Background: an optimization exercise with open tools, aiming at small area, a short achievable clock period and few clock cycles per item. Do not read the settings as production practice.
The RTL was checked by simulation tests, not by an equivalence proof against the original design.
Power is estimated from default activity; no workload was simulated.

## flow/config.mk

```make
export PLATFORM = sky130hd
export DESIGN_NAME = seek_steering_motion_step_core
export DESIGN_NICKNAME = seek_steering_motion_step_core
export VERILOG_FILES = /design/flow/design.v
export SDC_FILE = /design/flow/constraint.sdc
export NUM_CORES = 4
export LEC_CHECK = 0
export CAP_MARGIN = 20
export CORE_MARGIN = 2
export CORE_UTILIZATION = 40
export SLEW_MARGIN = 20
```

## flow/constraint.sdc

```tcl
create_clock -name core_clock -period 10.0 [get_ports {aclk}]
set_input_delay 2.0000 -clock core_clock [delete_from_list [all_inputs] [get_ports {aclk}]]
set_output_delay 2.0000 -clock core_clock [all_outputs]
set_load 0.01 [all_outputs]
```

## flow/design.v

```verilog
`timescale 1ns / 1ps
`default_nettype none
package ssms_pkg;
    localparam int unsigned VAL_W   = 32;
    localparam int unsigned CFG_W   = 31;
    localparam int unsigned DT_W    = 16;
    localparam int unsigned CNT_W   = 7;
    localparam int unsigned IN_W    = 24;
    localparam int unsigned OUT_W   = 192;
    localparam logic [CFG_W-1:0] MOVE_SPEED_RST   = 31'd6553600;
    localparam logic [CFG_W-1:0] MAX_VELOCITY_RST = 31'd13107200;
    localparam logic [CFG_W-1:0] MAX_STEERING_RST = 31'd3276800;
    localparam logic [1:0] REG_MOVE_SPEED   = 2'd0;
    localparam logic [1:0] REG_MAX_VELOCITY = 2'd1;
    localparam logic [1:0] REG_MAX_STEERING = 2'd2;
    function automatic logic [VAL_W-1:0] sat34(input logic [33:0] v);
        begin
            if (!v[33] && (v[32:31] != 2'b00)) begin
                sat34 = 32'h7FFF_FFFF;
            end else if (v[33] && (v[32:31] != 2'b11)) begin
                sat34 = 32'h8000_0000;
            end else begin
                sat34 = v[31:0];
            end
        end
    endfunction
    function automatic logic [VAL_W-1:0] mag32(input logic [VAL_W-1:0] v);
        mag32 = v[31] ? (32'd0 - v) : v;
    endfunction
endpackage
`default_nettype wire
`timescale 1ns / 1ps
`default_nettype none
module seek_steering_motion_step_core
(
    input  wire logic              aclk,
    input  wire logic              aresetn,
    input  wire logic              s_tvalid,
    output logic                   s_tready,
    input  wire logic [ssms_pkg::IN_W-1:0]   s_tdata,
    output logic                   m_tvalid,
    input  wire logic              m_tready,
    output logic [ssms_pkg::OUT_W-1:0]       m_tdata,
    input  wire logic              cfg_wr_en,
    input  wire logic [1:0]        cfg_addr,
    input  wire logic [ssms_pkg::CFG_W-1:0]  cfg_wdata
);
    localparam logic [3:0] ST_IDLE = 4'd0;
    localparam logic [3:0] ST_SQX  = 4'd1;
    localparam logic [3:0] ST_SQY  = 4'd2;
    localparam logic [3:0] ST_SQL  = 4'd3;
    localparam logic [3:0] ST_SQRT = 4'd4;
    localparam logic [3:0] ST_MX   = 4'd5;
    localparam logic [3:0] ST_DX   = 4'd6;
    localparam logic [3:0] ST_MY   = 4'd7;
    localparam logic [3:0] ST_DY   = 4'd8;
    localparam logic [3:0] ST_DIFF = 4'd9;
    localparam logic [3:0] ST_TSX  = 4'd10;
    localparam logic [3:0] ST_TSY  = 4'd11;
    localparam logic [3:0] ST_TVX  = 4'd12;
    localparam logic [3:0] ST_TVY  = 4'd13;
    localparam logic [3:0] ST_OUT  = 4'd14;
    logic [3:0]        state_reg;
    logic [ssms_pkg::CNT_W-1:0]  cnt_reg;
    logic              phase_reg;
    logic [ssms_pkg::CFG_W-1:0]  move_speed_reg, max_velocity_reg, max_steering_reg;
    logic [ssms_pkg::VAL_W-1:0]  pos_x_reg, pos_y_reg, vel_x_reg, vel_y_reg;
    logic [ssms_pkg::VAL_W-1:0]  cx_reg, cy_reg, qx_reg, root_reg, mul_a_reg;
    logic [ssms_pkg::CFG_W-1:0]  lim_reg;
    logic [ssms_pkg::DT_W-1:0]   dt_reg;
    logic [63:0]       p_reg, sum_reg;
    logic [34:0]       rem_reg;
    logic              m_tvalid_reg;
    logic [ssms_pkg::OUT_W-1:0]  m_tdata_reg;
    logic [ssms_pkg::CNT_W-1:0]  n_iter;
    logic              in_init, in_last;
    logic [ssms_pkg::VAL_W-1:0]  ax, ay;
    logic [32:0]       msum;
    logic [34:0]       sq_sh, sq_trial;
    logic [32:0]       dv_sh;
    logic              dv_ge;
    logic [ssms_pkg::VAL_W-1:0]  tmag;
    logic [33:0]       tsigned;
    logic              tneg;
    logic [ssms_pkg::VAL_W-1:0]  tbase;
    logic [ssms_pkg::VAL_W-1:0]  dx_w, dy_w;
    logic [ssms_pkg::VAL_W-1:0]  qsel;
    assign s_tready = (state_reg == ST_IDLE);
    assign m_tvalid = m_tvalid_reg;
    assign m_tdata  = m_tdata_reg;
    always_comb begin
        case (state_reg)
            ST_DX, ST_DY: n_iter = 7'd64;
            default:      n_iter = 7'd32;
        endcase
    end
    assign in_init = (cnt_reg == 7'd0);
    assign in_last = (cnt_reg == n_iter + 7'd1);
    assign ax = ssms_pkg::mag32(cx_reg);
    assign ay = ssms_pkg::mag32(cy_reg);
    assign msum = {1'b0, p_reg[63:32]} + (p_reg[0] ? {1'b0, mul_a_reg} : 33'd0);
    assign sq_sh    = {rem_reg[32:0], sum_reg[63:62]};
    assign sq_trial = {1'b0, root_reg, 2'b01};
    assign dv_sh = {rem_reg[31:0], p_reg[63]};
    assign dv_ge = (dv_sh >= {1'b0, root_reg});
    always_comb begin
        case (state_reg)
            ST_TSX:  begin tneg = cx_reg[31];    tbase = vel_x_reg; end
            ST_TSY:  begin tneg = cy_reg[31];    tbase = vel_y_reg; end
            ST_TVX:  begin tneg = vel_x_reg[31]; tbase = pos_x_reg; end
            default: begin tneg = vel_y_reg[31]; tbase = pos_y_reg; end
        endcase
        tmag = p_reg[47:16] + {31'd0, (tneg && (p_reg[15:0] != 16'd0))};
        tsigned = {tbase[31], tbase[31], tbase}
                  + (tneg ? (34'd0 - {2'b00, tmag}) : {2'b00, tmag});
    end
    always_comb begin
        if (s_tdata[3] && !s_tdata[2]) begin
            dx_w = {1'b0, move_speed_reg};
        end else if (s_tdata[2] && !s_tdata[3]) begin
            dx_w = 32'd0 - {1'b0, move_speed_reg};
        end else begin
            dx_w = 32'd0;
        end
        if (s_tdata[1] && !s_tdata[0]) begin
            dy_w = {1'b0, move_speed_reg};
        end else if (s_tdata[0] && !s_tdata[1]) begin
            dy_w = 32'd0 - {1'b0, move_speed_reg};
        end else begin
            dy_w = 32'd0;
        end
    end
    assign qsel = p_reg[31:0];
    always_ff @(posedge aclk) begin
        if (!aresetn) begin
            state_reg        <= ST_IDLE;
            cnt_reg          <= '0;
            phase_reg        <= 1'b0;
            move_speed_reg   <= ssms_pkg::MOVE_SPEED_RST;
            max_velocity_reg <= ssms_pkg::MAX_VELOCITY_RST;
            max_steering_reg <= ssms_pkg::MAX_STEERING_RST;
            pos_x_reg        <= '0;
            pos_y_reg        <= '0;
            vel_x_reg        <= '0;
            vel_y_reg        <= '0;
            m_tvalid_reg     <= 1'b0;
        end else begin
            if (cfg_wr_en) begin
                case (cfg_addr)
                    ssms_pkg::REG_MOVE_SPEED:   move_speed_reg   <= cfg_wdata;
                    ssms_pkg::REG_MAX_VELOCITY: max_velocity_reg <= cfg_wdata;
                    ssms_pkg::REG_MAX_STEERING: max_steering_reg <= cfg_wdata;
                    default: ;
                endcase
            end
            if (m_tvalid_reg && m_tready && (state_reg != ST_OUT)) begin
                m_tvalid_reg <= 1'b0;
            end
            case (state_reg)
                ST_IDLE: begin
                    if (s_tvalid) begin
                        cx_reg    <= dx_w;
                        cy_reg    <= dy_w;
                        lim_reg   <= max_velocity_reg;
                        dt_reg    <= s_tdata[19:4];
                        phase_reg <= 1'b0;
                        cnt_reg   <= '0;
                        state_reg <= ST_SQX;
                    end
                end
                ST_SQX, ST_SQY, ST_SQL, ST_MX, ST_MY,
                ST_TSX, ST_TSY, ST_TVX, ST_TVY: begin
                    if (in_init) begin
                        cnt_reg <= 7'd1;
                        case (state_reg)
                            ST_SQX: begin mul_a_reg <= ax; p_reg <= {32'd0, ax}; end
                            ST_SQY: begin mul_a_reg <= ay; p_reg <= {32'd0, ay}; end
                            ST_SQL: begin
                                mul_a_reg <= {1'b0, lim_reg};
                                p_reg     <= {33'd0, lim_reg};
                            end
                            ST_MX: begin mul_a_reg <= ax; p_reg <= {33'd0, lim_reg}; end
                            ST_MY: begin mul_a_reg <= ay; p_reg <= {33'd0, lim_reg}; end
                            ST_TSX: begin mul_a_reg <= ax; p_reg <= {48'd0, dt_reg}; end
                            ST_TSY: begin mul_a_reg <= ay; p_reg <= {48'd0, dt_reg}; end
                            ST_TVX: begin
                                mul_a_reg <= ssms_pkg::mag32(vel_x_reg);
                                p_reg     <= {48'd0, dt_reg};
                            end
                            default: begin
                                mul_a_reg <= ssms_pkg::mag32(vel_y_reg);
                                p_reg     <= {48'd0, dt_reg};
                            end
                        endcase
                    end else if (!in_last) begin
                        p_reg   <= {msum, p_reg[31:1]};
                        cnt_reg <= cnt_reg + 7'd1;
                    end else begin
                        cnt_reg <= '0;
                        case (state_reg)
                            ST_SQX: begin
                                sum_reg   <= p_reg;
                                state_reg <= ST_SQY;
                            end
                            ST_SQY: begin
                                sum_reg   <= sum_reg + p_reg;
                                state_reg <= ST_SQL;
                            end
                            ST_SQL: begin
                                if (sum_reg <= p_reg) begin
                                    state_reg <= phase_reg ? ST_TSX : ST_DIFF;
                                end else begin
                                    state_reg <= ST_SQRT;
                                end
                            end
                            ST_MX: state_reg <= ST_DX;
                            ST_MY: state_reg <= ST_DY;
                            ST_TSX: begin
                                vel_x_reg <= ssms_pkg::sat34(tsigned);
                                state_reg <= ST_TSY;
                            end
                            ST_TSY: begin
                                vel_y_reg <= ssms_pkg::sat34(tsigned);
                                state_reg <= ST_TVX;
                            end
                            ST_TVX: begin
                                pos_x_reg <= ssms_pkg::sat34(tsigned);
                                state_reg <= ST_TVY;
                            end
                            default: begin
                                pos_y_reg <= ssms_pkg::sat34(tsigned);
                                state_reg <= ST_OUT;
                            end
                        endcase
                    end
                end
                ST_SQRT: begin
                    if (in_init) begin
                        rem_reg  <= '0;
                        root_reg <= '0;
                        cnt_reg  <= 7'd1;
                    end else if (!in_last) begin
                        if (sq_sh >= sq_trial) begin
                            rem_reg  <= sq_sh - sq_trial;
                            root_reg <= {root_reg[30:0], 1'b1};
                        end else begin
                            rem_reg  <= sq_sh;
                            root_reg <= {root_reg[30:0], 1'b0};
                        end
                        sum_reg <= {sum_reg[61:0], 2'b00};
                        cnt_reg <= cnt_reg + 7'd1;
                    end else begin
                        cnt_reg   <= '0;
                        state_reg <= ST_MX;
                    end
                end
                ST_DX, ST_DY: begin
                    if (in_init) begin
                        rem_reg <= '0;
                        cnt_reg <= 7'd1;
                    end else if (!in_last) begin
                        rem_reg <= {2'b00, (dv_ge ? (dv_sh - {1'b0, root_reg}) : dv_sh)};
                        p_reg   <= {p_reg[62:0], dv_ge};
                        cnt_reg <= cnt_reg + 7'd1;
                    end else begin
                        cnt_reg <= '0;
                        if (state_reg == ST_DX) begin
                            qx_reg    <= qsel;
                            state_reg <= ST_MY;
                        end else begin
                            cx_reg    <= cx_reg[31] ? (32'd0 - qx_reg) : qx_reg;
                            cy_reg    <= cy_reg[31] ? (32'd0 - qsel) : qsel;
                            state_reg <= phase_reg ? ST_TSX : ST_DIFF;
                        end
                    end
                end
                ST_DIFF: begin
                    cx_reg <= ssms_pkg::sat34({cx_reg[31], cx_reg[31], cx_reg}
                                    - {vel_x_reg[31], vel_x_reg[31], vel_x_reg});
                    cy_reg <= ssms_pkg::sat34({cy_reg[31], cy_reg[31], cy_reg}
                                    - {vel_y_reg[31], vel_y_reg[31], vel_y_reg});
                    lim_reg   <= max_steering_reg;
                    phase_reg <= 1'b1;
                    cnt_reg   <= '0;
                    state_reg <= ST_SQX;
                end
                ST_OUT: begin
                    if (!m_tvalid_reg || m_tready) begin
                        m_tvalid_reg <= 1'b1;
                        m_tdata_reg  <= {cy_reg, cx_reg, vel_y_reg, vel_x_reg,
                                         pos_y_reg, pos_x_reg};
                        state_reg    <= ST_IDLE;
                    end
                end
                default: begin
                    state_reg <= ST_IDLE;
                end
            endcase
        end
    end
endmodule
`default_nettype wire
```

## flow/run.sh

```bash
#!/bin/bash
# synth_recipe.tcl (not shown) runs the flow's synth.tcl, then flattens the netlist and writes it again
# the make line also repeats each setting of config.mk as NAME=value (left out here)
make -C /OpenROAD-flow-scripts/flow DESIGN_CONFIG=/design/flow/config.mk WORK_HOME=/design/flow/orfs CLKGATE_MAP_FILE= SYNTH_SCRIPT=/design/flow/synth_recipe.tcl finish
```

==> qor.yml <==
status: "no timing/DRC/antenna violations"
finalCritPeriodShare_pct: 90.8
cp_data_required_time_ps: 10660
max_slew.worst_pin.slew_ps: 1180
antenna_left: 0
cts_tree: "done"
cts_resized: 0
fillerInstances: 13000
synth_cells: 6070
leakagePower_nw: 23.0
grt_util_met1_pct: 42.3
slew_viol_final: 0
ios: 256
die_h_um: 371
clock_latency_ps: 770
critPathBufInv: 1
final_core_util_pct: 46.1
netlist_area_sq_mm: 0.0538
maxSlewHeadroom_pct: 21.1
area.growth.synth_to_final_pct: 14.3
synth.area.mux_share_pct: 0.654
cts_hold_buf: 0
portBuffers: 251
hold_slack_ps: 453
synth_ff_type: "edfxtp_1"
tns_ps: 0
synthAdderAreaFrac_pct: 8.02
start_util_pct: 40.3
critPathTopFamily: "simple AND/OR/NAND/NOR gates"
globalRoute.totalOverflow: 0
slowest_stage: "a221oi_4"
grt_pass1_wl_um: 311000
die-area_sq_mm: 0.137
fin_ws_ps: 919
rows: 134
finalNonFillerCells: 8043
drc_errors: 0
crit_path_start_kind: "register"
cp_max_fo: 20
dp_cells: 7861
clkTransAtPathRegs_ps: 70
powerDensity_mw_per_mm2: 214
largest_register_ffs: 192
timing_worst_setup_path_type: "register to register"
place_ws_ps: 1190
grt_pass1_vias: 45200
synth_xor_area_share_pct: 7.74
finalHoldViolations: 0
ir_drop_v: 0.000189
grtUsageMet3_pct: 6.69
synth_top_family_by_area: "compound AO/OA/AOI/OAI gates"
ys_ff_latch: 794
yosysWarnings: 1
hpwl_um: 164000
rsz0062_at_grt: "false"
grt_max_degree: 144
clock_skew_ps: 99.5
use_met2_pct: 46.0
mostFrequentLayoutCells: "725 x nand2_1, 560 x edfxtp_1, 548 x a21oi_1"
fin_nets: 6591
hp-class: "register to register"
clock_path_buffers: 3
track_usage_pct: 30.6
synth.net_count: 6473
crit_path_end_kind: "register"
num_vias: 49700
avgSynthCellArea_sq_um: 8.86
cpPeakStageDelay_ps: 810
cap_violations: 0
async_flop_share_pct: 0
drt_iter0_drc: 6334
seq_area_frac_synth_pct: 40.0
cts_setup_buffers: 0
setup-violations-final: 0
drtPass1Iterations: 10
synth_compound_area_share_pct: 23.4
cts_sinks: 794
root_buffer: "clkbuf_16"
synthSimpleGateAreaFrac_pct: 15.6
fmax_mhz: 110
grt-busiest-layer: "met2"
wire_per_inst_um: 26.9
grt_antenna_before_repair: 18
final_common_cell: "nand2_1"
vias_per_cell: 6.18
cts_max_level: 3
drive_gt1_share_pct: 6.00
fin_crit_ps: 9080
synth-edff-count: 560
arrival_ps: 9740
drt_wl_total_um: 217000
core_sq_mm: 0.133
cts_buffers: 92
synth_cell_types: 96
gp_congestion: 1.01
die_x_um: 371
[stage by stage]
| step | cell area (sq um) | power, mW |
|---|---|---|
| floorplan | 53800 | 7.59 |
| global placement | 58300 | 9.49 |
| detailed placement | 58300 | 9.53 |
| CTS | 61400 | 13.0 |
| global route | 61500 | 13.7 |
| finish | 61500 | 13.2 |
[path summary, 6_finish.rpt]
check	from	end	slack, ps	cells after the start
worst min register to register	max_steering_reg[4]$_SDFFE_PN0P_	max_steering_reg[4]$_SDFFE_PN0P_	450	2
worst max-delay path	state_reg[1]$_SDFFE_PN0P_	vel_y_reg[4]$_SDFFE_PN0P_	920	29
worst max register to register	state_reg[1]$_SDFFE_PN0P_	vel_y_reg[4]$_SDFFE_PN0P_	920	29
worst min-delay path	max_steering_reg[4]$_SDFFE_PN0P_	max_steering_reg[4]$_SDFFE_PN0P_	450	2
[cells in the mapped netlist, types with 22 or more instances]
cell         n  share of area, %
a211oi_1   103               1.4
a21o_1     128               1.8
a21oi_1    552               5.1
a221oi_1    58              0.94
a222oi_1    43              0.80
a22oi_1     26              0.36
a31oi_1     38              0.44
and2_1      45              0.52
and3_1      26              0.30
buf_1       39              0.27
buf_2       23              0.21
clkbuf_1   272               1.9
dfxtp_1    234               8.7
edfxtp_1   560                31
ha_1       335               7.8
inv_1      304               2.1
mux2i_1     34              0.63
nand2_1    728               5.1
nand2b_1    56              0.65
nand3_1    114               1.1
nand4_1     54              0.63
nor2_1     454               3.2
nor2b_1     47              0.55
nor3_1     104              0.97
nor4_1      47              0.55
o2111ai_1   22              0.36
o211ai_1    86               1.2
o21a_1      24              0.33
o21ai_0    433               4.0
o21bai_1    62              0.87
o221ai_1    28              0.46
o22ai_1     71              0.83
o31ai_1     78               1.1
o41ai_1     30              0.49
or3_1       62              0.72
or4_1       26              0.36
xnor2_1    325               5.3
xor2_1     150               2.4
[power breakdown]
group,switching (mW),total (mW),internal (mW)
sequential,0.402,4.39,3.98
combinational,3.58,5.29,1.72
clock,1.53,3.49,1.95
[worst reg2reg max path, delay by kind of cell, from the launching register on]
family                     cells  cell delay [ps]
muxes                          1              300
AOI/OAI and AO/OA              9             2610
and+or+nand+nor               14             3760
DFF                            1              770
buffers and inverters          1              400
adders and majority gates      3              940
xor gates and xnor gates       1              190
[layer usage]
layer  part of all wire [%]  wire length (um)
met3                     10             22100
met1                     42             91000
met4                    4.5              9810
met5                  0.045                98
met2                     43             93600
[layout make-up]
type / count / area, sq um / area share, %
clock buffers: 121 / 2540 / 4.14
clock inverters: 53 / 548 / 0.891
diodes: 7 / 17.5 / 0.0285
flip-flops and latches: 794 / 21500 / 35.0
repair buffers: 359 / 3370 / 5.49
inverters: 311 / 1170 / 1.90
well taps: 1768 / 2210 / 3.60
multi-input cells: 4630 / 30100 / 49.0
[kinds of logic (layout without fill, tap and decap cells)]
logic type                 after synthesis  in the layout
muxes                                   35             35
DFF                                    794            794
adders and majority gates              341            341
xor gates and xnor gates               475            475
AOI/OAI and AO/OA                     1948           1948
buffers and inverters                  646            844
and+or+nand+nor                       1831           1831
other                                    0              7
Testbench counts, summed over its fixed seeds: cycles 1,165,324, items 2,048.

## afterwards: timing with drivers on the ports
The results above use ideal ports. As a check the final layout listed here was re-extracted and re-timed, cells and wires unchanged. Step 1, drivers: a clkbuf_16 drives aclk and a buf_2 each remaining input, both assumed. Step 2 times the ports against the registers' clock, not the clock port: input delays grow and output delays shrink by t, the midpoint of the rising clock arrivals with the driver on. Slacks: ideal ports / drivers / drivers and shift; pairs: ideal ports / drivers.
shift t [ns]: 0.796
slack for setup (ns): 0.919 / 0.919 / 0.919
worst setup path after step 2: register to register
latest minus earliest clock arrival (ns): 0.102 / 0.102
worst slew at a driven data input, ns: 0.08
After both steps this run still meets setup and hold. For this run, drivers alone change the setup slack by 0.000 ns; drivers and shift together by 0.000 ns.
